From an optimization exercise on the open Yosys and OpenROAD flow, aimed at small area, a short achievable clock period and few clock cycles per item; shortcuts taken in it are not production practice. In this exercise RTL edits were held to simulation tests only and were not proved equivalent to the original.

`flow/flow/run.sh`:
```
#!/bin/bash
# The standard layout with two changes:
#  - between synthesis and floorplan, fainv.py chooses the polarity of every full adder (and
#    of gates that have an inverting twin) so that fewer inverters sit between them; registers,
#    ports and the function are unchanged;
#  - every port still gets its buffer, but a buf_4 rather than the default pick.
# Each tool's output goes to its own log here.
set -euo pipefail
R="$PWD/orfs/results/$FLOW_PLATFORM/fx_dot2_top/base"
bash standard.sh "$R/1_2_yosys.v" > synth.log 2>&1
cp "$R/1_2_yosys.v" "$R/1_2_yosys.std.v"
python3 flow/fainv.py "$R/1_2_yosys.std.v" "$R/1_2_yosys.v" > fainv.log 2>&1
bash standard.sh finish "BUFFER_PORTS_ARGS=-buffer_cell sky130_fd_sc_hd__buf_4" > layout.log 2>&1
```
`flow/flow/fainv.py`:
```
#!/usr/bin/env python3
"""Remove inverters around full-adder cells in a Yosys gate netlist.

A full adder is self-dual: with all three inputs complemented it gives both outputs
complemented. Yosys's adder extraction picks each adder's polarity on its own and puts
inverters between adders; this script chooses the polarities again so that as few signals
as possible need an inverter, and rewrites the netlist. The function is unchanged.
usage: fainv.py IN.v OUT.v
"""
import os
import re
import sys

INV = "sky130_fd_sc_hd__inv_"
FA = "sky130_fd_sc_hd__fa_"
OUTPINS = {"X", "Y", "Q", "Q_N", "SUM", "COUT", "HI", "LO"}

LIBF = os.path.join(os.environ.get("FLOW_HOME", "/OpenROAD-flow-scripts/flow"), "platforms/sky130hd/lib/sky130_fd_sc_hd__tt_025C_1v80.lib")
PAIRS = """and2 nand2, or2 nor2, and3 nand3, or3 nor3, and4 nand4, or4 nor4, xor2 xnor2,
a21o a21oi, o21a o21ai, a22o a22oi, o22a o22ai, a211o a211oi, o211a o211ai, a31o a31oi,
o31a o31ai, a32o a32oi, a221o a221oi, o221a o221ai, a311o a311oi, o311a o311ai, a41o a41oi,
o41a o41ai, a2111o a2111oi, o2111a o2111ai, and2b nand2b, or2b nor2b, and3b nand3b,
or3b nor3b, and4b nand4b, or4b nor4b, and4bb nand4bb, or4bb nor4bb, mux2 mux2i, xor3 xnor3,
a21bo a21boi, o21ba o21bai, a2bb2o a2bb2oi, o2bb2a o2bb2ai"""
LIBTEXT = open(LIBF).read()
LIBCELLS = set(re.findall(r'cell \("?sky130_fd_sc_hd__(\w+?)"?\)', LIBTEXT))
OUTPIN = {}     # single-output cell -> its output pin
_starts = [m.start() for m in re.finditer(r'cell \("?sky130_fd_sc_hd__', LIBTEXT)] + [len(LIBTEXT)]
for _i, _j in zip(_starts, _starts[1:]):
    _body = LIBTEXT[_i:_j]
    _name = re.match(r'cell \("?(sky130_fd_sc_hd__\w+?)"?\)', _body).group(1)
    _outs = [m.group(1) for m in re.finditer(r'pin \("?(\w+)"?\)\s*\{\s*[^{}]*?direction\s*:\s*"?output', _body)]
    if len(_outs) == 1:
        OUTPIN[_name] = _outs[0]
TWIN = {}
for pair in PAIRS.replace("\n", " ").split(","):
    pos, neg = pair.split()
    for x, y in ((pos, neg), (neg, pos)):
        for c in LIBCELLS:
            m = re.fullmatch(re.escape(x) + r"_(\d+)", c)
            if not m:
                continue
            sizes = sorted(int(z.group(1)) for z in (re.fullmatch(re.escape(y) + r"_(\d+)", d) for d in LIBCELLS) if z)
            if not sizes:
                continue
            want = int(m.group(1))
            got = want if want in sizes else min(sizes, key=lambda k: (abs(k - want), k))
            TWIN["sky130_fd_sc_hd__" + c] = "sky130_fd_sc_hd__" + f"{y}_{got}"
TWIN = {k: v for k, v in TWIN.items() if k in OUTPIN and v in OUTPIN}

src = open(sys.argv[1]).read()
mod_start = src.index("module ")
body_end = src.rindex("endmodule")

cell_re = re.compile(r"^  (sky130_fd_sc_hd__\w+) (\S+) +\(\n(.*?)\n  \);\n", re.S | re.M)
pin_re = re.compile(r"^    \.(\w+)\((.*)\),?$")

cells = []
spans = []
for m in cell_re.finditer(src):
    pins = []
    for line in m.group(3).split("\n"):
        pm = pin_re.match(line)
        assert pm, line
        pins.append([pm.group(1), pm.group(2).strip()])
    cells.append({"type": m.group(1), "name": m.group(2), "pins": pins})
    spans.append((m.start(), m.end()))

# output ports
ports_out = set()
hdr = src[mod_start:src.index(");", mod_start)]
for m in re.finditer(r"^\s*output\s+(\[\d+:\d+\]\s+)?(\S+?);", src[mod_start:body_end], re.M):
    rng, nm = m.group(1), m.group(2)
    if rng:
        hi, lo = map(int, re.findall(r"\d+", rng))
        for i in range(min(hi, lo), max(hi, lo) + 1):
            ports_out.add(f"{nm}[{i}]")
    else:
        ports_out.add(nm)

# assigns would complicate the picture: refuse them
assert not re.search(r"^\s*assign ", src[mod_start:body_end], re.M), "netlist has assigns"

driver = {}
for ci, c in enumerate(cells):
    for p, n in c["pins"]:
        if p in OUTPINS:
            driver[n] = ci


def is_inv(ci):
    return cells[ci]["type"].startswith(INV)


def pin(c, p):
    for q, n in c["pins"]:
        if q == p:
            return n


# base signal and polarity of each net
memo = {}


def base(n):
    if n in memo:
        return memo[n]
    ci = driver.get(n)
    if ci is not None and is_inv(ci):
        b, pol = base(pin(cells[ci], "A"))
        r = (b, pol ^ 1)
    else:
        r = (n, 0)
    memo[n] = r
    return r


XORS = {}
for c in LIBCELLS:
    m = re.fullmatch(r"(xor|xnor)([23])_(\d+)", c)
    if m:
        other = ("xnor" if m.group(1) == "xor" else "xor") + m.group(2) + "_" + m.group(3)
        if other in LIBCELLS:
            XORS["sky130_fd_sc_hd__" + c] = "sky130_fd_sc_hd__" + other
isxor = set(ci for ci, c in enumerate(cells) if c["type"] in XORS)

fas = [ci for ci, c in enumerate(cells) if c["type"].startswith(FA)]
isfa = set(fas)
twins = [ci for ci, c in enumerate(cells) if c["type"] in TWIN]
flip = {ci: 0 for ci in fas + twins}

# consumers of each base: list of (cell index or port, required polarity relative to base before flips)
cons = {}
for ci, c in enumerate(cells):
    if is_inv(ci):
        continue
    if ci in isxor:
        continue        # takes either polarity (see below)
    for p, n in c["pins"]:
        if p in OUTPINS or n.startswith("1'") or n.startswith("0'"):
            continue
        b, pol = base(n)
        cons.setdefault(b, []).append((ci, pol))
for n in ports_out:
    b, pol = base(n)
    cons.setdefault(b, []).append((-1, pol))


def avail(b):
    ci = driver.get(b)
    return flip.get(ci, 0) if ci is not None else 0


def cost(b):
    a = avail(b)
    return int(any((pol ^ (flip[ci] if ci in isfa else 0)) != a for ci, pol in cons.get(b, [])))


def touched(ci):
    c = cells[ci]
    bs = set()
    for p, n in c["pins"]:
        if p in OUTPINS:
            bs.add(n)
        elif ci in isfa and not n.startswith("1'"):
            bs.add(base(n)[0])
    return bs


before = sum(cost(b) for b in cons)
changed = True
rounds = 0
while changed and rounds < 50:
    changed = False
    rounds += 1
    for ci in fas + twins:
        bs = touched(ci)
        c0 = sum(cost(b) for b in bs)
        flip[ci] ^= 1
        c1 = sum(cost(b) for b in bs)
        if c1 < c0:
            changed = True
        else:
            flip[ci] ^= 1
after = sum(cost(b) for b in cons)
ninv = sum(1 for ci in range(len(cells)) if is_inv(ci))

# names for (base, polarity): prefer existing nets, ports first
names = {}
for n in list(memo.keys()) + list(ports_out):
    b, pol = base(n)
    key = (b, pol)
    if n in ports_out:
        assert key not in names or names[key] not in ports_out or names[key] == n, f"two ports for {key}"
        names[key] = n
    else:
        names.setdefault(key, n)
newwires = []


def name(b, pol):
    key = (b, pol)
    if key not in names:
        nm = f"_fainv{len(newwires)}_"
        newwires.append(nm)
        names[key] = nm
    return names[key]


out_cells = []
for ci, c in enumerate(cells):
    if is_inv(ci):
        continue
    f = flip.get(ci, 0) if ci in isfa else 0
    typ = c["type"]
    tw = flip.get(ci, 0) and ci not in isfa
    if ci in isxor:
        # an xor takes each input in the polarity its driver gives, swapping to xnor per
        # input taken complemented; a flipped output (twin) swaps it once more
        tog = 1 if tw else 0
        for p, n in c["pins"]:
            if p in OUTPINS or n.startswith("1'") or n.startswith("0'"):
                continue
            b, pol = base(n)
            if avail(b) != pol:
                tog ^= 1
        if tog:
            typ = XORS[typ]
        pins = []
        for p, n in c["pins"]:
            if p in OUTPINS:
                q = OUTPIN[typ]
                pins.append((q, name(n, avail(n))))
            elif n.startswith("1'") or n.startswith("0'"):
                pins.append((p, n))
            else:
                b, pol = base(n)
                pins.append((p, name(b, avail(b))))
        out_cells.append((typ, c["name"], pins))
        continue
    if tw:
        typ = TWIN[typ]
    pins = []
    for p, n in c["pins"]:
        if p in OUTPINS:
            q = OUTPIN[typ] if tw else p
            pins.append((q, name(n, avail(n))))
        elif n.startswith("1'") or n.startswith("0'"):
            if f:
                n = {"1'h0": "1'h1", "1'h1": "1'h0", "1'b0": "1'b1", "1'b1": "1'b0"}[n]
            pins.append((p, n))
        else:
            b, pol = base(n)
            pins.append((p, name(b, pol ^ f)))
    out_cells.append((typ, c["name"], pins))

# one inverter per base signal whose consumers need the other polarity
k = 0
for b in cons:
    a = avail(b)
    need = set()
    for ci, pol in cons[b]:
        need.add(pol ^ (flip[ci] if ci in isfa else 0))
    if (1 - a) in need:
        out_cells.append(("sky130_fd_sc_hd__inv_1", f"_fainv_cell{k}_",
                          [("A", name(b, a)), ("Y", name(b, 1 - a))]))
        k += 1

# every (base, pol) name in use must be driven: a name driven nowhere means a port fed
# straight from another port or constant, which this script does not handle
def esc(n):
    return n + " " if n.startswith("\\") else n


text = []
for t, nm, pins in out_cells:
    text.append(f"  {t} {esc(nm)} (\n" + ",\n".join(f"    .{p}({esc(n)})" for p, n in pins) + "\n  );\n")

for (s0, e0), (s1, e1) in zip(spans, spans[1:]):
    assert src[e0:s1].strip() == "", "text between cells: " + src[e0:s1][:200]
first = spans[0][0]
last = spans[-1][1]
decl = "".join(f"  wire {w};\n" for w in newwires)
res = src[:first] + decl + "".join(text) + src[last:]
open(sys.argv[2], "w").write(res)
print(f"fainv: {len(fas)} full adders, {len(twins)} gates with a twin, {sum(flip.values())} flipped, inverters {ninv} -> {k}"
      f" (signals needing one: {before} -> {after})", file=sys.stderr)
```
`flow/standard.sh`:
```
#!/bin/bash
# synth_recipe.tcl (not shown) runs the flow's synth.tcl, then flattens the netlist and writes it again
# the make line also repeats each setting of config.mk as NAME=value (left out here)
make -C /OpenROAD-flow-scripts/flow DESIGN_CONFIG=/design/flow/config.mk WORK_HOME=/design/flow/orfs CLKGATE_MAP_FILE= SYNTH_SCRIPT=/design/flow/synth_recipe.tcl "${@:-finish}"
```
`flow/config.mk`:
```
export PLATFORM = sky130hd
export DESIGN_NAME = fx_dot2_top
export DESIGN_NICKNAME = fx_dot2_top
export VERILOG_FILES = /design/flow/design.v
export SDC_FILE = /design/flow/constraint.sdc
export NUM_CORES = 4
export LEC_CHECK = 0
export CAP_MARGIN = 20
export CORE_MARGIN = 2
export CORE_UTILIZATION = 40
export SLEW_MARGIN = 20
```
`flow/constraint.sdc`:
```
create_clock -name core_clock -period 7.0 [get_ports {clk}]
set_input_delay 1.4000 -clock core_clock [delete_from_list [all_inputs] [get_ports {clk}]]
set_output_delay 1.4000 -clock core_clock [all_outputs]
set_load 0.01 [all_outputs]
```
`flow/design.v`:
```
package fx_pkg;
    localparam int FX_WIDTH = 16;
    localparam int FX_QFRAC = 8;
    typedef enum logic {
        COMB_ADD = 1'b0,     
        COMB_SUB = 1'b1      
    } fx_comb_op_e;
endpackage
`timescale 1ns/1ps
module fx_mul (
    input  logic [15:0] a,
    input  logic [7:0]  bneg,     
    input  logic [7:0]  bone,     
    input  logic [7:0]  btwo,     
    output logic [23:0] x,
    output logic [23:0] y
);
    wire t0 = (((bone[0] & a[0]) | (btwo[0] & 1'b0)) ^ bneg[0]);
    wire t1 = (((bone[0] & a[1]) | (btwo[0] & a[0])) ^ bneg[0]);
    wire t2 = (((bone[0] & a[2]) | (btwo[0] & a[1])) ^ bneg[0]);
    wire t3 = (((bone[0] & a[3]) | (btwo[0] & a[2])) ^ bneg[0]);
    wire t4 = (((bone[0] & a[4]) | (btwo[0] & a[3])) ^ bneg[0]);
    wire t5 = (((bone[0] & a[5]) | (btwo[0] & a[4])) ^ bneg[0]);
    wire t6 = (((bone[0] & a[6]) | (btwo[0] & a[5])) ^ bneg[0]);
    wire t7 = (((bone[0] & a[7]) | (btwo[0] & a[6])) ^ bneg[0]);
    wire t8 = (((bone[0] & a[8]) | (btwo[0] & a[7])) ^ bneg[0]);
    wire t9 = (((bone[0] & a[9]) | (btwo[0] & a[8])) ^ bneg[0]);
    wire t10 = (((bone[0] & a[10]) | (btwo[0] & a[9])) ^ bneg[0]);
    wire t11 = (((bone[0] & a[11]) | (btwo[0] & a[10])) ^ bneg[0]);
    wire t12 = (((bone[0] & a[12]) | (btwo[0] & a[11])) ^ bneg[0]);
    wire t13 = (((bone[0] & a[13]) | (btwo[0] & a[12])) ^ bneg[0]);
    wire t14 = (((bone[0] & a[14]) | (btwo[0] & a[13])) ^ bneg[0]);
    wire t15 = (((bone[0] & a[15]) | (btwo[0] & a[14])) ^ bneg[0]);
    wire t16 = ~(((bone[0] & a[15]) | (btwo[0] & a[15])) ^ bneg[0]);
    wire t17 = (((bone[1] & a[0]) | (btwo[1] & 1'b0)) ^ bneg[1]);
    wire t18 = (((bone[1] & a[1]) | (btwo[1] & a[0])) ^ bneg[1]);
    wire t19 = (((bone[1] & a[2]) | (btwo[1] & a[1])) ^ bneg[1]);
    wire t20 = (((bone[1] & a[3]) | (btwo[1] & a[2])) ^ bneg[1]);
    wire t21 = (((bone[1] & a[4]) | (btwo[1] & a[3])) ^ bneg[1]);
    wire t22 = (((bone[1] & a[5]) | (btwo[1] & a[4])) ^ bneg[1]);
    wire t23 = (((bone[1] & a[6]) | (btwo[1] & a[5])) ^ bneg[1]);
    wire t24 = (((bone[1] & a[7]) | (btwo[1] & a[6])) ^ bneg[1]);
    wire t25 = (((bone[1] & a[8]) | (btwo[1] & a[7])) ^ bneg[1]);
    wire t26 = (((bone[1] & a[9]) | (btwo[1] & a[8])) ^ bneg[1]);
    wire t27 = (((bone[1] & a[10]) | (btwo[1] & a[9])) ^ bneg[1]);
    wire t28 = (((bone[1] & a[11]) | (btwo[1] & a[10])) ^ bneg[1]);
    wire t29 = (((bone[1] & a[12]) | (btwo[1] & a[11])) ^ bneg[1]);
    wire t30 = (((bone[1] & a[13]) | (btwo[1] & a[12])) ^ bneg[1]);
    wire t31 = (((bone[1] & a[14]) | (btwo[1] & a[13])) ^ bneg[1]);
    wire t32 = (((bone[1] & a[15]) | (btwo[1] & a[14])) ^ bneg[1]);
    wire t33 = ~(((bone[1] & a[15]) | (btwo[1] & a[15])) ^ bneg[1]);
    wire t34 = (((bone[2] & a[0]) | (btwo[2] & 1'b0)) ^ bneg[2]);
    wire t35 = (((bone[2] & a[1]) | (btwo[2] & a[0])) ^ bneg[2]);
    wire t36 = (((bone[2] & a[2]) | (btwo[2] & a[1])) ^ bneg[2]);
    wire t37 = (((bone[2] & a[3]) | (btwo[2] & a[2])) ^ bneg[2]);
    wire t38 = (((bone[2] & a[4]) | (btwo[2] & a[3])) ^ bneg[2]);
    wire t39 = (((bone[2] & a[5]) | (btwo[2] & a[4])) ^ bneg[2]);
    wire t40 = (((bone[2] & a[6]) | (btwo[2] & a[5])) ^ bneg[2]);
    wire t41 = (((bone[2] & a[7]) | (btwo[2] & a[6])) ^ bneg[2]);
    wire t42 = (((bone[2] & a[8]) | (btwo[2] & a[7])) ^ bneg[2]);
    wire t43 = (((bone[2] & a[9]) | (btwo[2] & a[8])) ^ bneg[2]);
    wire t44 = (((bone[2] & a[10]) | (btwo[2] & a[9])) ^ bneg[2]);
    wire t45 = (((bone[2] & a[11]) | (btwo[2] & a[10])) ^ bneg[2]);
    wire t46 = (((bone[2] & a[12]) | (btwo[2] & a[11])) ^ bneg[2]);
    wire t47 = (((bone[2] & a[13]) | (btwo[2] & a[12])) ^ bneg[2]);
    wire t48 = (((bone[2] & a[14]) | (btwo[2] & a[13])) ^ bneg[2]);
    wire t49 = (((bone[2] & a[15]) | (btwo[2] & a[14])) ^ bneg[2]);
    wire t50 = ~(((bone[2] & a[15]) | (btwo[2] & a[15])) ^ bneg[2]);
    wire t51 = (((bone[3] & a[0]) | (btwo[3] & 1'b0)) ^ bneg[3]);
    wire t52 = (((bone[3] & a[1]) | (btwo[3] & a[0])) ^ bneg[3]);
    wire t53 = (((bone[3] & a[2]) | (btwo[3] & a[1])) ^ bneg[3]);
    wire t54 = (((bone[3] & a[3]) | (btwo[3] & a[2])) ^ bneg[3]);
    wire t55 = (((bone[3] & a[4]) | (btwo[3] & a[3])) ^ bneg[3]);
    wire t56 = (((bone[3] & a[5]) | (btwo[3] & a[4])) ^ bneg[3]);
    wire t57 = (((bone[3] & a[6]) | (btwo[3] & a[5])) ^ bneg[3]);
    wire t58 = (((bone[3] & a[7]) | (btwo[3] & a[6])) ^ bneg[3]);
    wire t59 = (((bone[3] & a[8]) | (btwo[3] & a[7])) ^ bneg[3]);
    wire t60 = (((bone[3] & a[9]) | (btwo[3] & a[8])) ^ bneg[3]);
    wire t61 = (((bone[3] & a[10]) | (btwo[3] & a[9])) ^ bneg[3]);
    wire t62 = (((bone[3] & a[11]) | (btwo[3] & a[10])) ^ bneg[3]);
    wire t63 = (((bone[3] & a[12]) | (btwo[3] & a[11])) ^ bneg[3]);
    wire t64 = (((bone[3] & a[13]) | (btwo[3] & a[12])) ^ bneg[3]);
    wire t65 = (((bone[3] & a[14]) | (btwo[3] & a[13])) ^ bneg[3]);
    wire t66 = (((bone[3] & a[15]) | (btwo[3] & a[14])) ^ bneg[3]);
    wire t67 = ~(((bone[3] & a[15]) | (btwo[3] & a[15])) ^ bneg[3]);
    wire t68 = (((bone[4] & a[0]) | (btwo[4] & 1'b0)) ^ bneg[4]);
    wire t69 = (((bone[4] & a[1]) | (btwo[4] & a[0])) ^ bneg[4]);
    wire t70 = (((bone[4] & a[2]) | (btwo[4] & a[1])) ^ bneg[4]);
    wire t71 = (((bone[4] & a[3]) | (btwo[4] & a[2])) ^ bneg[4]);
    wire t72 = (((bone[4] & a[4]) | (btwo[4] & a[3])) ^ bneg[4]);
    wire t73 = (((bone[4] & a[5]) | (btwo[4] & a[4])) ^ bneg[4]);
    wire t74 = (((bone[4] & a[6]) | (btwo[4] & a[5])) ^ bneg[4]);
    wire t75 = (((bone[4] & a[7]) | (btwo[4] & a[6])) ^ bneg[4]);
    wire t76 = (((bone[4] & a[8]) | (btwo[4] & a[7])) ^ bneg[4]);
    wire t77 = (((bone[4] & a[9]) | (btwo[4] & a[8])) ^ bneg[4]);
    wire t78 = (((bone[4] & a[10]) | (btwo[4] & a[9])) ^ bneg[4]);
    wire t79 = (((bone[4] & a[11]) | (btwo[4] & a[10])) ^ bneg[4]);
    wire t80 = (((bone[4] & a[12]) | (btwo[4] & a[11])) ^ bneg[4]);
    wire t81 = (((bone[4] & a[13]) | (btwo[4] & a[12])) ^ bneg[4]);
    wire t82 = (((bone[4] & a[14]) | (btwo[4] & a[13])) ^ bneg[4]);
    wire t83 = (((bone[4] & a[15]) | (btwo[4] & a[14])) ^ bneg[4]);
    wire t84 = (((bone[5] & a[0]) | (btwo[5] & 1'b0)) ^ bneg[5]);
    wire t85 = (((bone[5] & a[1]) | (btwo[5] & a[0])) ^ bneg[5]);
    wire t86 = (((bone[5] & a[2]) | (btwo[5] & a[1])) ^ bneg[5]);
    wire t87 = (((bone[5] & a[3]) | (btwo[5] & a[2])) ^ bneg[5]);
    wire t88 = (((bone[5] & a[4]) | (btwo[5] & a[3])) ^ bneg[5]);
    wire t89 = (((bone[5] & a[5]) | (btwo[5] & a[4])) ^ bneg[5]);
    wire t90 = (((bone[5] & a[6]) | (btwo[5] & a[5])) ^ bneg[5]);
    wire t91 = (((bone[5] & a[7]) | (btwo[5] & a[6])) ^ bneg[5]);
    wire t92 = (((bone[5] & a[8]) | (btwo[5] & a[7])) ^ bneg[5]);
    wire t93 = (((bone[5] & a[9]) | (btwo[5] & a[8])) ^ bneg[5]);
    wire t94 = (((bone[5] & a[10]) | (btwo[5] & a[9])) ^ bneg[5]);
    wire t95 = (((bone[5] & a[11]) | (btwo[5] & a[10])) ^ bneg[5]);
    wire t96 = (((bone[5] & a[12]) | (btwo[5] & a[11])) ^ bneg[5]);
    wire t97 = (((bone[5] & a[13]) | (btwo[5] & a[12])) ^ bneg[5]);
    wire t98 = (((bone[6] & a[0]) | (btwo[6] & 1'b0)) ^ bneg[6]);
    wire t99 = (((bone[6] & a[1]) | (btwo[6] & a[0])) ^ bneg[6]);
    wire t100 = (((bone[6] & a[2]) | (btwo[6] & a[1])) ^ bneg[6]);
    wire t101 = (((bone[6] & a[3]) | (btwo[6] & a[2])) ^ bneg[6]);
    wire t102 = (((bone[6] & a[4]) | (btwo[6] & a[3])) ^ bneg[6]);
    wire t103 = (((bone[6] & a[5]) | (btwo[6] & a[4])) ^ bneg[6]);
    wire t104 = (((bone[6] & a[6]) | (btwo[6] & a[5])) ^ bneg[6]);
    wire t105 = (((bone[6] & a[7]) | (btwo[6] & a[6])) ^ bneg[6]);
    wire t106 = (((bone[6] & a[8]) | (btwo[6] & a[7])) ^ bneg[6]);
    wire t107 = (((bone[6] & a[9]) | (btwo[6] & a[8])) ^ bneg[6]);
    wire t108 = (((bone[6] & a[10]) | (btwo[6] & a[9])) ^ bneg[6]);
    wire t109 = (((bone[6] & a[11]) | (btwo[6] & a[10])) ^ bneg[6]);
    wire t110 = (((bone[7] & a[0]) | (btwo[7] & 1'b0)) ^ bneg[7]);
    wire t111 = (((bone[7] & a[1]) | (btwo[7] & a[0])) ^ bneg[7]);
    wire t112 = (((bone[7] & a[2]) | (btwo[7] & a[1])) ^ bneg[7]);
    wire t113 = (((bone[7] & a[3]) | (btwo[7] & a[2])) ^ bneg[7]);
    wire t114 = (((bone[7] & a[4]) | (btwo[7] & a[3])) ^ bneg[7]);
    wire t115 = (((bone[7] & a[5]) | (btwo[7] & a[4])) ^ bneg[7]);
    wire t116 = (((bone[7] & a[6]) | (btwo[7] & a[5])) ^ bneg[7]);
    wire t117 = (((bone[7] & a[7]) | (btwo[7] & a[6])) ^ bneg[7]);
    wire t118 = (((bone[7] & a[8]) | (btwo[7] & a[7])) ^ bneg[7]);
    wire t119 = (((bone[7] & a[9]) | (btwo[7] & a[8])) ^ bneg[7]);
    wire t120 = bneg[5] ^ t10;
    wire t121 = bneg[5] & t10;
    wire t122 = t11 ^ t26;
    wire t123 = t11 & t26;
    wire t124 = bneg[6] ^ t12 ^ t27;
    wire t125 = (bneg[6] & t12) | (bneg[6] & t27) | (t12 & t27);
    wire t126 = t42 ^ t57;
    wire t127 = t42 & t57;
    wire t128 = t13 ^ t28 ^ t43;
    wire t129 = (t13 & t28) | (t13 & t43) | (t28 & t43);
    wire t130 = t58 ^ t73;
    wire t131 = t58 & t73;
    wire t132 = bneg[7] ^ t14 ^ t29;
    wire t133 = (bneg[7] & t14) | (bneg[7] & t29) | (t14 & t29);
    wire t134 = t44 ^ t59 ^ t74;
    wire t135 = (t44 & t59) | (t44 & t74) | (t59 & t74);
    wire t136 = t88 ^ t100;
    wire t137 = t88 & t100;
    wire t138 = t15 ^ t30 ^ t45;
    wire t139 = (t15 & t30) | (t15 & t45) | (t30 & t45);
    wire t140 = t60 ^ t75 ^ t89;
    wire t141 = (t60 & t75) | (t60 & t89) | (t75 & t89);
    wire t142 = t101 ^ t111;
    wire t143 = t101 & t111;
    wire t144 = 1'b1 ^ t16 ^ t31;
    wire t145 = (1'b1 & t16) | (1'b1 & t31) | (t16 & t31);
    wire t146 = t46 ^ t61 ^ t76;
    wire t147 = (t46 & t61) | (t46 & t76) | (t61 & t76);
    wire t148 = t90 ^ t102 ^ t112;
    wire t149 = (t90 & t102) | (t90 & t112) | (t102 & t112);
    wire t150 = 1'b1 ^ t32 ^ t47;
    wire t151 = (1'b1 & t32) | (1'b1 & t47) | (t32 & t47);
    wire t152 = t62 ^ t77 ^ t91;
    wire t153 = (t62 & t77) | (t62 & t91) | (t77 & t91);
    wire t154 = t103 ^ t113;
    wire t155 = t103 & t113;
    wire t156 = t33 ^ t48 ^ t63;
    wire t157 = (t33 & t48) | (t33 & t63) | (t48 & t63);
    wire t158 = t78 ^ t92 ^ t104;
    wire t159 = (t78 & t92) | (t78 & t104) | (t92 & t104);
    wire t160 = 1'b1 ^ t49 ^ t64;
    wire t161 = (1'b1 & t49) | (1'b1 & t64) | (t49 & t64);
    wire t162 = t79 ^ t93;
    wire t163 = t79 & t93;
    wire t164 = t50 ^ t65 ^ t80;
    wire t165 = (t50 & t65) | (t50 & t80) | (t65 & t80);
    wire t166 = 1'b1 ^ t66;
    wire t167 = 1'b1 & t66;
    wire t168 = bneg[3] ^ t6;
    wire t169 = bneg[3] & t6;
    wire t170 = 1'b1 ^ t7 ^ t22;
    wire t171 = (1'b1 & t7) | (1'b1 & t22) | (t7 & t22);
    wire t172 = bneg[4] ^ t8 ^ t23;
    wire t173 = (bneg[4] & t8) | (bneg[4] & t23) | (t8 & t23);
    wire t174 = t38 ^ t53;
    wire t175 = t38 & t53;
    wire t176 = t9 ^ t24 ^ t39;
    wire t177 = (t9 & t24) | (t9 & t39) | (t24 & t39);
    wire t178 = t54 ^ t69;
    wire t179 = t54 & t69;
    wire t180 = t25 ^ t40 ^ t55;
    wire t181 = (t25 & t40) | (t25 & t55) | (t40 & t55);
    wire t182 = t70 ^ t84 ^ t120;
    wire t183 = (t70 & t84) | (t70 & t120) | (t84 & t120);
    wire t184 = t41 ^ t56 ^ t71;
    wire t185 = (t41 & t56) | (t41 & t71) | (t56 & t71);
    wire t186 = t85 ^ t121 ^ t122;
    wire t187 = (t85 & t121) | (t85 & t122) | (t121 & t122);
    wire t188 = t72 ^ t86 ^ t98;
    wire t189 = (t72 & t86) | (t72 & t98) | (t86 & t98);
    wire t190 = t123 ^ t126 ^ t124;
    wire t191 = (t123 & t126) | (t123 & t124) | (t126 & t124);
    wire t192 = t87 ^ t99 ^ t127;
    wire t193 = (t87 & t99) | (t87 & t127) | (t99 & t127);
    wire t194 = t130 ^ t125 ^ t128;
    wire t195 = (t130 & t125) | (t130 & t128) | (t125 & t128);
    wire t196 = t110 ^ t131 ^ t136;
    wire t197 = (t110 & t131) | (t110 & t136) | (t131 & t136);
    wire t198 = t129 ^ t132 ^ t134;
    wire t199 = (t129 & t132) | (t129 & t134) | (t132 & t134);
    wire t200 = t137 ^ t142 ^ t133;
    wire t201 = (t137 & t142) | (t137 & t133) | (t142 & t133);
    wire t202 = t135 ^ t138 ^ t140;
    wire t203 = (t135 & t138) | (t135 & t140) | (t138 & t140);
    wire t204 = t143 ^ t139 ^ t141;
    wire t205 = (t143 & t139) | (t143 & t141) | (t139 & t141);
    wire t206 = t144 ^ t146 ^ t148;
    wire t207 = (t144 & t146) | (t144 & t148) | (t146 & t148);
    wire t208 = t154 ^ t145 ^ t147;
    wire t209 = (t154 & t145) | (t154 & t147) | (t145 & t147);
    wire t210 = t149 ^ t150 ^ t152;
    wire t211 = (t149 & t150) | (t149 & t152) | (t150 & t152);
    wire t212 = t114 ^ t155 ^ t151;
    wire t213 = (t114 & t155) | (t114 & t151) | (t155 & t151);
    wire t214 = t153 ^ t156 ^ t158;
    wire t215 = (t153 & t156) | (t153 & t158) | (t156 & t158);
    wire t216 = t105 ^ t115 ^ t162;
    wire t217 = (t105 & t115) | (t105 & t162) | (t115 & t162);
    wire t218 = t157 ^ t159 ^ t160;
    wire t219 = (t157 & t159) | (t157 & t160) | (t159 & t160);
    wire t220 = t94 ^ t106 ^ t116;
    wire t221 = (t94 & t106) | (t94 & t116) | (t106 & t116);
    wire t222 = t163 ^ t161 ^ t164;
    wire t223 = (t163 & t161) | (t163 & t164) | (t161 & t164);
    wire t224 = t81 ^ t95 ^ t107;
    wire t225 = (t81 & t95) | (t81 & t107) | (t95 & t107);
    wire t226 = t117 ^ t166 ^ t165;
    wire t227 = (t117 & t166) | (t117 & t165) | (t166 & t165);
    wire t228 = t67 ^ t82 ^ t96;
    wire t229 = (t67 & t82) | (t67 & t96) | (t82 & t96);
    wire t230 = t108 ^ t118 ^ t167;
    wire t231 = (t108 & t118) | (t108 & t167) | (t118 & t167);
    wire t232 = 1'b1 ^ t83 ^ t97;
    wire t233 = (1'b1 & t83) | (1'b1 & t97) | (t83 & t97);
    wire t234 = t109 ^ t119;
    wire t235 = t109 & t119;
    wire t236 = bneg[2] ^ t4;
    wire t237 = bneg[2] & t4;
    wire t238 = t5 ^ t20;
    wire t239 = t5 & t20;
    wire t240 = t21 ^ t36 ^ t51;
    wire t241 = (t21 & t36) | (t21 & t51) | (t36 & t51);
    wire t242 = t37 ^ t52 ^ t169;
    wire t243 = (t37 & t52) | (t37 & t169) | (t52 & t169);
    wire t244 = t68 ^ t174 ^ t171;
    wire t245 = (t68 & t174) | (t68 & t171) | (t174 & t171);
    wire t246 = t175 ^ t178 ^ t173;
    wire t247 = (t175 & t178) | (t175 & t173) | (t178 & t173);
    wire t248 = t179 ^ t177 ^ t180;
    wire t249 = (t179 & t177) | (t179 & t180) | (t177 & t180);
    wire t250 = t181 ^ t184 ^ t183;
    wire t251 = (t181 & t184) | (t181 & t183) | (t184 & t183);
    wire t252 = t185 ^ t188 ^ t187;
    wire t253 = (t185 & t188) | (t185 & t187) | (t188 & t187);
    wire t254 = t189 ^ t192 ^ t191;
    wire t255 = (t189 & t192) | (t189 & t191) | (t192 & t191);
    wire t256 = t193 ^ t196 ^ t195;
    wire t257 = (t193 & t196) | (t193 & t195) | (t196 & t195);
    wire t258 = t197 ^ t199 ^ t200;
    wire t259 = (t197 & t199) | (t197 & t200) | (t199 & t200);
    wire t260 = t201 ^ t203 ^ t204;
    wire t261 = (t201 & t203) | (t201 & t204) | (t203 & t204);
    wire t262 = t205 ^ t207 ^ t208;
    wire t263 = (t205 & t207) | (t205 & t208) | (t207 & t208);
    wire t264 = t209 ^ t211 ^ t212;
    wire t265 = (t209 & t211) | (t209 & t212) | (t211 & t212);
    wire t266 = t213 ^ t216 ^ t215;
    wire t267 = (t213 & t216) | (t213 & t215) | (t216 & t215);
    wire t268 = t220 ^ t217 ^ t219;
    wire t269 = (t220 & t217) | (t220 & t219) | (t217 & t219);
    wire t270 = t221 ^ t224 ^ t223;
    wire t271 = (t221 & t224) | (t221 & t223) | (t224 & t223);
    wire t272 = t225 ^ t228 ^ t230;
    wire t273 = (t225 & t228) | (t225 & t230) | (t228 & t230);
    wire t274 = t234 ^ t229 ^ t232;
    wire t275 = (t234 & t229) | (t234 & t232) | (t229 & t232);
    wire t276 = bneg[1] ^ t2;
    wire t277 = bneg[1] & t2;
    wire t278 = t3 ^ t18;
    wire t279 = t3 & t18;
    wire t280 = t19 ^ t34 ^ t236;
    wire t281 = (t19 & t34) | (t19 & t236) | (t34 & t236);
    wire t282 = t35 ^ t237 ^ t238;
    wire t283 = (t35 & t237) | (t35 & t238) | (t237 & t238);
    wire t284 = t239 ^ t168 ^ t240;
    wire t285 = (t239 & t168) | (t239 & t240) | (t168 & t240);
    wire t286 = t241 ^ t170 ^ t242;
    wire t287 = (t241 & t170) | (t241 & t242) | (t170 & t242);
    wire t288 = t172 ^ t243 ^ t244;
    wire t289 = (t172 & t243) | (t172 & t244) | (t243 & t244);
    wire t290 = t176 ^ t245 ^ t246;
    wire t291 = (t176 & t245) | (t176 & t246) | (t245 & t246);
    wire t292 = t247 ^ t182 ^ t248;
    wire t293 = (t247 & t182) | (t247 & t248) | (t182 & t248);
    wire t294 = t186 ^ t249 ^ t250;
    wire t295 = (t186 & t249) | (t186 & t250) | (t249 & t250);
    wire t296 = t190 ^ t251 ^ t252;
    wire t297 = (t190 & t251) | (t190 & t252) | (t251 & t252);
    wire t298 = t194 ^ t253 ^ t254;
    wire t299 = (t194 & t253) | (t194 & t254) | (t253 & t254);
    wire t300 = t198 ^ t255 ^ t256;
    wire t301 = (t198 & t255) | (t198 & t256) | (t255 & t256);
    wire t302 = t202 ^ t257 ^ t258;
    wire t303 = (t202 & t257) | (t202 & t258) | (t257 & t258);
    wire t304 = t206 ^ t259 ^ t260;
    wire t305 = (t206 & t259) | (t206 & t260) | (t259 & t260);
    wire t306 = t210 ^ t261 ^ t262;
    wire t307 = (t210 & t261) | (t210 & t262) | (t261 & t262);
    wire t308 = t214 ^ t263 ^ t264;
    wire t309 = (t214 & t263) | (t214 & t264) | (t263 & t264);
    wire t310 = t218 ^ t265 ^ t266;
    wire t311 = (t218 & t265) | (t218 & t266) | (t265 & t266);
    wire t312 = t222 ^ t267 ^ t268;
    wire t313 = (t222 & t267) | (t222 & t268) | (t267 & t268);
    wire t314 = t226 ^ t269 ^ t270;
    wire t315 = (t226 & t269) | (t226 & t270) | (t269 & t270);
    wire t316 = t227 ^ t272 ^ t271;
    wire t317 = (t227 & t272) | (t227 & t271) | (t272 & t271);
    wire t318 = t231 ^ t274 ^ t273;
    wire t319 = (t231 & t274) | (t231 & t273) | (t274 & t273);
    assign x = {t317, t315, t313, t311, t309, t307, t305, t303, t301, t299, t297, t295, t293, t291, t289, t287, t285, t283, t281, t279, t277, t276, t1, bneg[0]};
    assign y = {t318, t316, t314, t312, t310, t308, t306, t304, t302, t300, t298, t296, t294, t292, t290, t288, t286, t284, t282, t280, t278, t17, 1'b0, t0};
endmodule
module fx_booth_enc (
    input  logic [15:0] b,
    output logic [7:0]  bneg,
    output logic [7:0]  bone,
    output logic [7:0]  btwo
);
    logic [16:0] bx;
    assign bx = {b, 1'b0};
    always_comb begin
        for (int i = 0; i < 8; i++) begin
            bneg[i] = bx[2*i+2];
            bone[i] = bx[2*i+1] ^ bx[2*i];
            btwo[i] = (bx[2*i+2] & ~bx[2*i+1] & ~bx[2*i]) | (~bx[2*i+2] & bx[2*i+1] & bx[2*i]);
        end
    end
endmodule
`timescale 1ns/1ps
module fx_comb (
    input  logic        mode,     
    input  logic [23:0] x0,
    input  logic [23:0] y0,
    input  logic [23:0] x1,
    input  logic [23:0] y1,
    output logic [15:0] u,
    output logic [15:0] v,
    output logic        s0,       
    output logic        s1,       
    output logic [1:0]  st,       
    output logic [1:0]  sg,       
    output logic [1:0]  sp,       
    output logic [1:0]  sc        
);
    logic [8:0]  lo0, lo1;
    logic [23:0] f0, f1;
    assign lo0 = {1'b0, x0[7:0]} + {1'b0, y0[7:0]};
    assign lo1 = {1'b0, x1[7:0]} + {1'b0, y1[7:0]};
    wire c0 = lo0[8];
    wire c1 = lo1[8];
    assign f0 = x0 + y0;
    assign f1 = x1 + y1;
    assign s0 = f0[23];
    assign s1 = f1[23] ^ mode;
    logic [16:0] m0, m1;
    logic [7:0]  h0, h1;
    assign m0 = {1'b0, x0[15:0]} + {1'b0, y0[15:0]};
    assign m1 = {1'b0, x1[15:0]} + {1'b0, y1[15:0]};
    assign h0 = {1'b0, x0[22:16]} + {1'b0, y0[22:16]};
    assign h1 = {1'b0, x1[22:16]} + {1'b0, y1[22:16]};
    assign st = {x1[23] ^ y1[23] ^ mode, x0[23] ^ y0[23]};
    assign sg = {h1[7], h0[7]};
    assign sp = {&(x1[22:16] ^ y1[22:16]), &(x0[22:16] ^ y0[22:16])};
    assign sc = {m1[16], m0[16]};
    wire k0 = x0[8] ^ y0[8];
    wire k1 = x0[8] & y0[8];
    wire k2 = (x1[8] ^ mode) ^ (y1[8] ^ mode) ^ c0;
    wire k3 = ((x1[8] ^ mode) & (y1[8] ^ mode)) | ((x1[8] ^ mode) & c0) | ((y1[8] ^ mode) & c0);
    wire k4 = x0[9] ^ y0[9] ^ (x1[9] ^ mode);
    wire k5 = (x0[9] & y0[9]) | (x0[9] & (x1[9] ^ mode)) | (y0[9] & (x1[9] ^ mode));
    wire k6 = x0[10] ^ y0[10];
    wire k7 = x0[10] & y0[10];
    wire k8 = x0[11] ^ y0[11];
    wire k9 = x0[11] & y0[11];
    wire k10 = x0[12] ^ y0[12];
    wire k11 = x0[12] & y0[12];
    wire k12 = x0[13] ^ y0[13];
    wire k13 = x0[13] & y0[13];
    wire k14 = x0[14] ^ y0[14];
    wire k15 = x0[14] & y0[14];
    wire k16 = x0[15] ^ y0[15];
    wire k17 = x0[15] & y0[15];
    wire k18 = x0[16] ^ y0[16];
    wire k19 = x0[16] & y0[16];
    wire k20 = x0[17] ^ y0[17];
    wire k21 = x0[17] & y0[17];
    wire k22 = x0[18] ^ y0[18];
    wire k23 = x0[18] & y0[18];
    wire k24 = x0[19] ^ y0[19];
    wire k25 = x0[19] & y0[19];
    wire k26 = x0[20] ^ y0[20];
    wire k27 = x0[20] & y0[20];
    wire k28 = x0[21] ^ y0[21];
    wire k29 = x0[21] & y0[21];
    wire k30 = x0[22] ^ y0[22];
    wire k31 = x0[22] & y0[22];
    wire k32 = x0[23] ^ y0[23];
    wire k33 = x0[23] & y0[23];
    wire k34 = (c1 ^ mode) ^ mode;
    wire k35 = (c1 ^ mode) & mode;
    wire k36 = (y1[9] ^ mode) ^ k1 ^ k3;
    wire k37 = ((y1[9] ^ mode) & k1) | ((y1[9] ^ mode) & k3) | (k1 & k3);
    wire k38 = (x1[10] ^ mode) ^ (y1[10] ^ mode) ^ k6;
    wire k39 = ((x1[10] ^ mode) & (y1[10] ^ mode)) | ((x1[10] ^ mode) & k6) | ((y1[10] ^ mode) & k6);
    wire k40 = (x1[11] ^ mode) ^ (y1[11] ^ mode) ^ k7;
    wire k41 = ((x1[11] ^ mode) & (y1[11] ^ mode)) | ((x1[11] ^ mode) & k7) | ((y1[11] ^ mode) & k7);
    wire k42 = (x1[12] ^ mode) ^ (y1[12] ^ mode) ^ k9;
    wire k43 = ((x1[12] ^ mode) & (y1[12] ^ mode)) | ((x1[12] ^ mode) & k9) | ((y1[12] ^ mode) & k9);
    wire k44 = (x1[13] ^ mode) ^ (y1[13] ^ mode) ^ k11;
    wire k45 = ((x1[13] ^ mode) & (y1[13] ^ mode)) | ((x1[13] ^ mode) & k11) | ((y1[13] ^ mode) & k11);
    wire k46 = (x1[14] ^ mode) ^ (y1[14] ^ mode) ^ k13;
    wire k47 = ((x1[14] ^ mode) & (y1[14] ^ mode)) | ((x1[14] ^ mode) & k13) | ((y1[14] ^ mode) & k13);
    wire k48 = (x1[15] ^ mode) ^ (y1[15] ^ mode) ^ k15;
    wire k49 = ((x1[15] ^ mode) & (y1[15] ^ mode)) | ((x1[15] ^ mode) & k15) | ((y1[15] ^ mode) & k15);
    wire k50 = (x1[16] ^ mode) ^ (y1[16] ^ mode) ^ k17;
    wire k51 = ((x1[16] ^ mode) & (y1[16] ^ mode)) | ((x1[16] ^ mode) & k17) | ((y1[16] ^ mode) & k17);
    wire k52 = (x1[17] ^ mode) ^ (y1[17] ^ mode) ^ k19;
    wire k53 = ((x1[17] ^ mode) & (y1[17] ^ mode)) | ((x1[17] ^ mode) & k19) | ((y1[17] ^ mode) & k19);
    wire k54 = (x1[18] ^ mode) ^ (y1[18] ^ mode) ^ k21;
    wire k55 = ((x1[18] ^ mode) & (y1[18] ^ mode)) | ((x1[18] ^ mode) & k21) | ((y1[18] ^ mode) & k21);
    wire k56 = (x1[19] ^ mode) ^ (y1[19] ^ mode) ^ k23;
    wire k57 = ((x1[19] ^ mode) & (y1[19] ^ mode)) | ((x1[19] ^ mode) & k23) | ((y1[19] ^ mode) & k23);
    wire k58 = (x1[20] ^ mode) ^ (y1[20] ^ mode) ^ k25;
    wire k59 = ((x1[20] ^ mode) & (y1[20] ^ mode)) | ((x1[20] ^ mode) & k25) | ((y1[20] ^ mode) & k25);
    wire k60 = (x1[21] ^ mode) ^ (y1[21] ^ mode) ^ k27;
    wire k61 = ((x1[21] ^ mode) & (y1[21] ^ mode)) | ((x1[21] ^ mode) & k27) | ((y1[21] ^ mode) & k27);
    wire k62 = (x1[22] ^ mode) ^ (y1[22] ^ mode) ^ k29;
    wire k63 = ((x1[22] ^ mode) & (y1[22] ^ mode)) | ((x1[22] ^ mode) & k29) | ((y1[22] ^ mode) & k29);
    wire k64 = (x1[23] ^ mode) ^ (y1[23] ^ mode) ^ k31;
    wire k65 = ((x1[23] ^ mode) & (y1[23] ^ mode)) | ((x1[23] ^ mode) & k31) | ((y1[23] ^ mode) & k31);
    wire k66 = k34 ^ k0;
    wire k67 = k34 & k0;
    wire k68 = k35 ^ k4 ^ k36;
    wire k69 = (k35 & k4) | (k35 & k36) | (k4 & k36);
    wire k70 = k5 ^ k37 ^ k38;
    wire k71 = (k5 & k37) | (k5 & k38) | (k37 & k38);
    wire k72 = k8 ^ k40 ^ k39;
    wire k73 = (k8 & k40) | (k8 & k39) | (k40 & k39);
    wire k74 = k10 ^ k41 ^ k42;
    wire k75 = (k10 & k41) | (k10 & k42) | (k41 & k42);
    wire k76 = k12 ^ k43 ^ k44;
    wire k77 = (k12 & k43) | (k12 & k44) | (k43 & k44);
    wire k78 = k14 ^ k45 ^ k46;
    wire k79 = (k14 & k45) | (k14 & k46) | (k45 & k46);
    wire k80 = k16 ^ k47 ^ k48;
    wire k81 = (k16 & k47) | (k16 & k48) | (k47 & k48);
    wire k82 = k18 ^ k49 ^ k50;
    wire k83 = (k18 & k49) | (k18 & k50) | (k49 & k50);
    wire k84 = k20 ^ k51 ^ k52;
    wire k85 = (k20 & k51) | (k20 & k52) | (k51 & k52);
    wire k86 = k22 ^ k53 ^ k54;
    wire k87 = (k22 & k53) | (k22 & k54) | (k53 & k54);
    wire k88 = k24 ^ k55 ^ k56;
    wire k89 = (k24 & k55) | (k24 & k56) | (k55 & k56);
    wire k90 = k26 ^ k57 ^ k58;
    wire k91 = (k26 & k57) | (k26 & k58) | (k57 & k58);
    wire k92 = k28 ^ k59 ^ k60;
    wire k93 = (k28 & k59) | (k28 & k60) | (k59 & k60);
    wire k94 = k30 ^ k61 ^ k62;
    wire k95 = (k30 & k61) | (k30 & k62) | (k61 & k62);
    wire k96 = k32 ^ k63 ^ k64;
    wire k97 = (k32 & k63) | (k32 & k64) | (k63 & k64);
    assign u = {k95, k93, k91, k89, k87, k85, k83, k81, k79, k77, k75, k73, k71, k69, k67, k66};
    assign v = {k96, k94, k92, k90, k88, k86, k84, k82, k80, k78, k76, k74, k72, k70, k68, k2};
endmodule
`timescale 1ns/1ps
module fx_sum_sat (
    input  logic [15:0] u,
    input  logic [15:0] v,
    input  logic        s0,       
    input  logic        s1,       
    output logic [15:0] result,
    output logic        sat
);
    logic [15:0] sum;
    assign sum = u + v;
    assign sat    = (s0 == s1) && (sum[15] != s0);
    assign result = sat ? {s0, {15{~s0}}} : sum;
endmodule
`timescale 1ns/1ps
module fx_dot2_top (
    input  logic        clk,
    input  logic        rst_n,
    input  logic        mode,     
    input  logic        valid_in,
    output logic        ready_out,
    input  logic [15:0] a0,
    input  logic [15:0] b0,
    input  logic [15:0] a1,
    input  logic [15:0] b1,
    output logic        valid_out,
    input  logic        ready_in,
    output logic [15:0] result,
    output logic        sat
);
    logic adv, in_en, valid_x;
    assign adv       = !valid_out || ready_in;
    assign in_en     = adv || !valid_x;
    assign ready_out = in_en;
    always_ff @(posedge clk or negedge rst_n) begin
        if (!rst_n) begin
            valid_x   <= 1'b0;
            valid_out <= 1'b0;
        end else begin
            if (in_en)
                valid_x <= valid_in;
            if (adv)
                valid_out <= valid_x;
        end
    end
    logic [7:0]  bn0, bo0, bt0, bn1, bo1, bt1;
    fx_booth_enc lane0_enc_i (.b(b0), .bneg(bn0), .bone(bo0), .btwo(bt0));
    fx_booth_enc lane1_enc_i (.b(b1), .bneg(bn1), .bone(bo1), .btwo(bt1));
    logic [15:0] a0_q, a1_q;
    logic [7:0]  bn0_q, bo0_q, bt0_q, bn1_q, bo1_q, bt1_q;
    logic        mode_q;
    always_ff @(posedge clk) begin
        if (in_en) begin
            a0_q   <= a0;
            a1_q   <= a1;
            bn0_q  <= bn0;
            bo0_q  <= bo0;
            bt0_q  <= bt0;
            bn1_q  <= bn1;
            bo1_q  <= bo1;
            bt1_q  <= bt1;
            mode_q <= mode;
        end
    end
    logic [23:0] x0, y0, x1, y1;
    fx_mul lane0_mul_i (.a(a0_q), .bneg(bn0_q), .bone(bo0_q), .btwo(bt0_q), .x(x0), .y(y0));
    fx_mul lane1_mul_i (.a(a1_q), .bneg(bn1_q), .bone(bo1_q), .btwo(bt1_q), .x(x1), .y(y1));
    logic [15:0] u, v;
    logic        s0, s1;
    logic [1:0]  st, sg, sp, sc;
    fx_comb comb_i (.mode(mode_q), .x0(x0), .y0(y0), .x1(x1), .y1(y1), .u(u), .v(v), .s0(s0), .s1(s1),
                    .st(st), .sg(sg), .sp(sp), .sc(sc));
    logic [15:0] u_q, v_q;
    logic [1:0]  st_q, sg_q, sp_q, sc_q;
    always_ff @(posedge clk) begin
        if (adv) begin
            u_q  <= u;
            v_q  <= v;
            st_q <= st;
            sg_q <= sg;
            sp_q <= sp;
            sc_q <= sc;
        end
    end
    logic [1:0] sgn;
    assign sgn = st_q ^ (sg_q | (sp_q & sc_q));
    fx_sum_sat sum_i (.u(u_q), .v(v_q), .s0(sgn[0]), .s1(sgn[1]), .result(result), .sat(sat));
endmodule
```
==> summary.txt <==
==> cells in the final DEF (no fill, tap or decap), types with 6 or more instances in the layout <==
master and n:
a22oi_1 216, fa_1 183, xnor2_1 182, xor2_1 130
edfxtp_1 121, ha_1 97, buf_4 90, inv_1 82
o21ai_0 43, nand2_1 35, a21oi_1 25, nor2_1 25
nand2b_1 18, clkbuf_16 17, nand3b_1 15, a21o_1 8
nand4_1 6, o21a_1 6, nand3_1 6
==> through the flow <==
stage | cells | area, sq um | setup WS (ps)
floorplan | 1386 | 15200 | 2230
global placement | 1863 | 16000 | 2360
detailed placement | 1863 | 16000 | 2260
CTS | 1895 | 16600 | 2280
global route | 1895 | 16600 | 2090
finish | 1895 | 16600 | 2290
==> area by class of cell <==
type | instances | area, sq um
fillers | 3503 | 21000
multi-input cells | 1056 | 10700
flip-flops and latches | 123 | 3680
repair buffers | 90 | 676
well taps | 511 | 639
clock buffers | 17 | 425
inverters | 83 | 312
clock inverters | 15 | 139
==> state kept, by name (all words and copies together), names as in the netlist, 16 cells and up <==
| register | flops |
|---|---|
| v_q | 16 |
| a1_q | 16 |
| a0_q | 16 |
| u_q | 16 |
==> final timing paths <==
check	startpoint	endpoint	slack, ps	cells past startpoint
setup / recovery	bn1_q[3]	v_q[8]	2290	9
hold / removal	valid_x	valid_out	470	1
setup reg to reg	bn1_q[3]	v_q[8]	2290	9
hold reg to reg	valid_x	valid_out	470	1
max in group asynchronous	rst_n	valid_x	6180	1
min in group asynchronous	rst_n	valid_out	740	1
==> metal layers <==
layer	GRT usage	part of all wire	up-vias
li1	-	-	4801
met1	0.268	0.45	5178
met2	0.322	0.48	330
met3	0.0278	0.052	40
met4	0.0481	0.016	0
met5	0	0	-
==> worst max-delay path: cells and delay by family (launching register included) <==
kind                       cells  cell delay, ps
adders and majority gates      6            2920
DFF                            1            1040
xor gates and xnor gates       2             420
buffers and inverters          1              50
==> results.ini <==
[outcome]
status=no timing/DRC/antenna violations

[setup_path]
path_cells=xor2_1 > fa_1 > inv_1 > fa_1 > fa_1 > fa_1 > xor2_1 > fa_1 > fa_1
worstPathRequired_ps=7170
cp_slowest_cell=edfxtp_1
end_kind=flop
critical_path_class=reg -> reg
critPathMaxStageDelay_ps=1040
crit_top_cell=fa_1
crit_path_start_kind=flop
cp.arrival_ps=4880
critPathMaxFanout=18

[clock_network]
cts_sinks=123
postCtsHoldBufs=0
clk-insertion-delay-late_ps=440
clk_pin_slew_worst_paths_ps=60
post_cts_buffers=0
cts_buffers=17
cts_root_buffer=clkbuf_16
cts_resized=0
cts_max_level=4
cts_buffer_depth=2
cts_tree=built

[grt]
grt_pass1_wl_mm=60.0
grt_pass1_vias=10800
gr-total-overflow=0
antenna_found_initial=0
globalRouteTotalUtil=0.194
grt_max_degree=54

[timing]
fmax_mhz=212
min_period_over_period=0.673
drv_slew=0
worst_clock_skew_ps=17.3
setup_viol=0
whs_ps=466
tns_ps=0
slew_headroom=0.289
fin_crit_ps=4710
worst_pin_slew_ps=1070
hold_viol=0
grt_setup_unrepaired=no

[routing]
wl_per_cell_microns=19.2
first_pass_iters=5
vias=10300
wl_mm=36.5
drt_iter0_drc=731
viasPerCell=5.46
drtAntennaViolNets=0
route.detailed.drc=0

[final_layout]
final_util=0.442
drive_gt1_frac=0.102
fin_nets=1720
area_delta_synth_final_pct=9.00
insertedDiodeCount=0

[die]
die_w_microns=199
core_area_sq_mm=0.0376
ios=88
num_rows=71
fp.dieH_microns=199
start_util=0.406
die-area_sq_mm=0.0397

[worst_hold_path]
hold_class=reg -> reg

[yosys]
ys_warn_count=2
syn_avg_cell_area_sq_um=11.0
syn_area_sq_mm=0.0152
synth_nets=1735
synthCells=1386

[placed_design]
dp_hpwl_mm=27.8
gp_congestion=0.854
portBuffers=87

[job]
cap_violations=0

Testbench counts, summed over its fixed seeds: cycles 4,128, items 4,096.

-- port drivers added, routing unchanged --
No port has a modelled driver above. Below, the same layout with a new extraction and two added sets of constraints. Step 1 assumes that a clkbuf_16 drives the clock port and a buf_2 every other input. Step 2 adds t to the input delays and takes it off the output delays; t is the mean of the earliest and latest rising clock arrival at the registers after step 1. Input paths then give back, and output paths get back, about the clock's delay inside the block. a / b / c = ideal ports / drivers / drivers and shift; a / b = the first two.
t, ns: 0.478
setup slack, ns: 2.290 / 2.290 / 2.290
worst register clock-pin slew, ns: 0.07 / 0.07
pins driven straight from the clock port: 1
After both steps setup and hold are still met in this run. For this run, drivers alone change the setup slack by 0.000 ns; drivers and shift together by 0.000 ns.
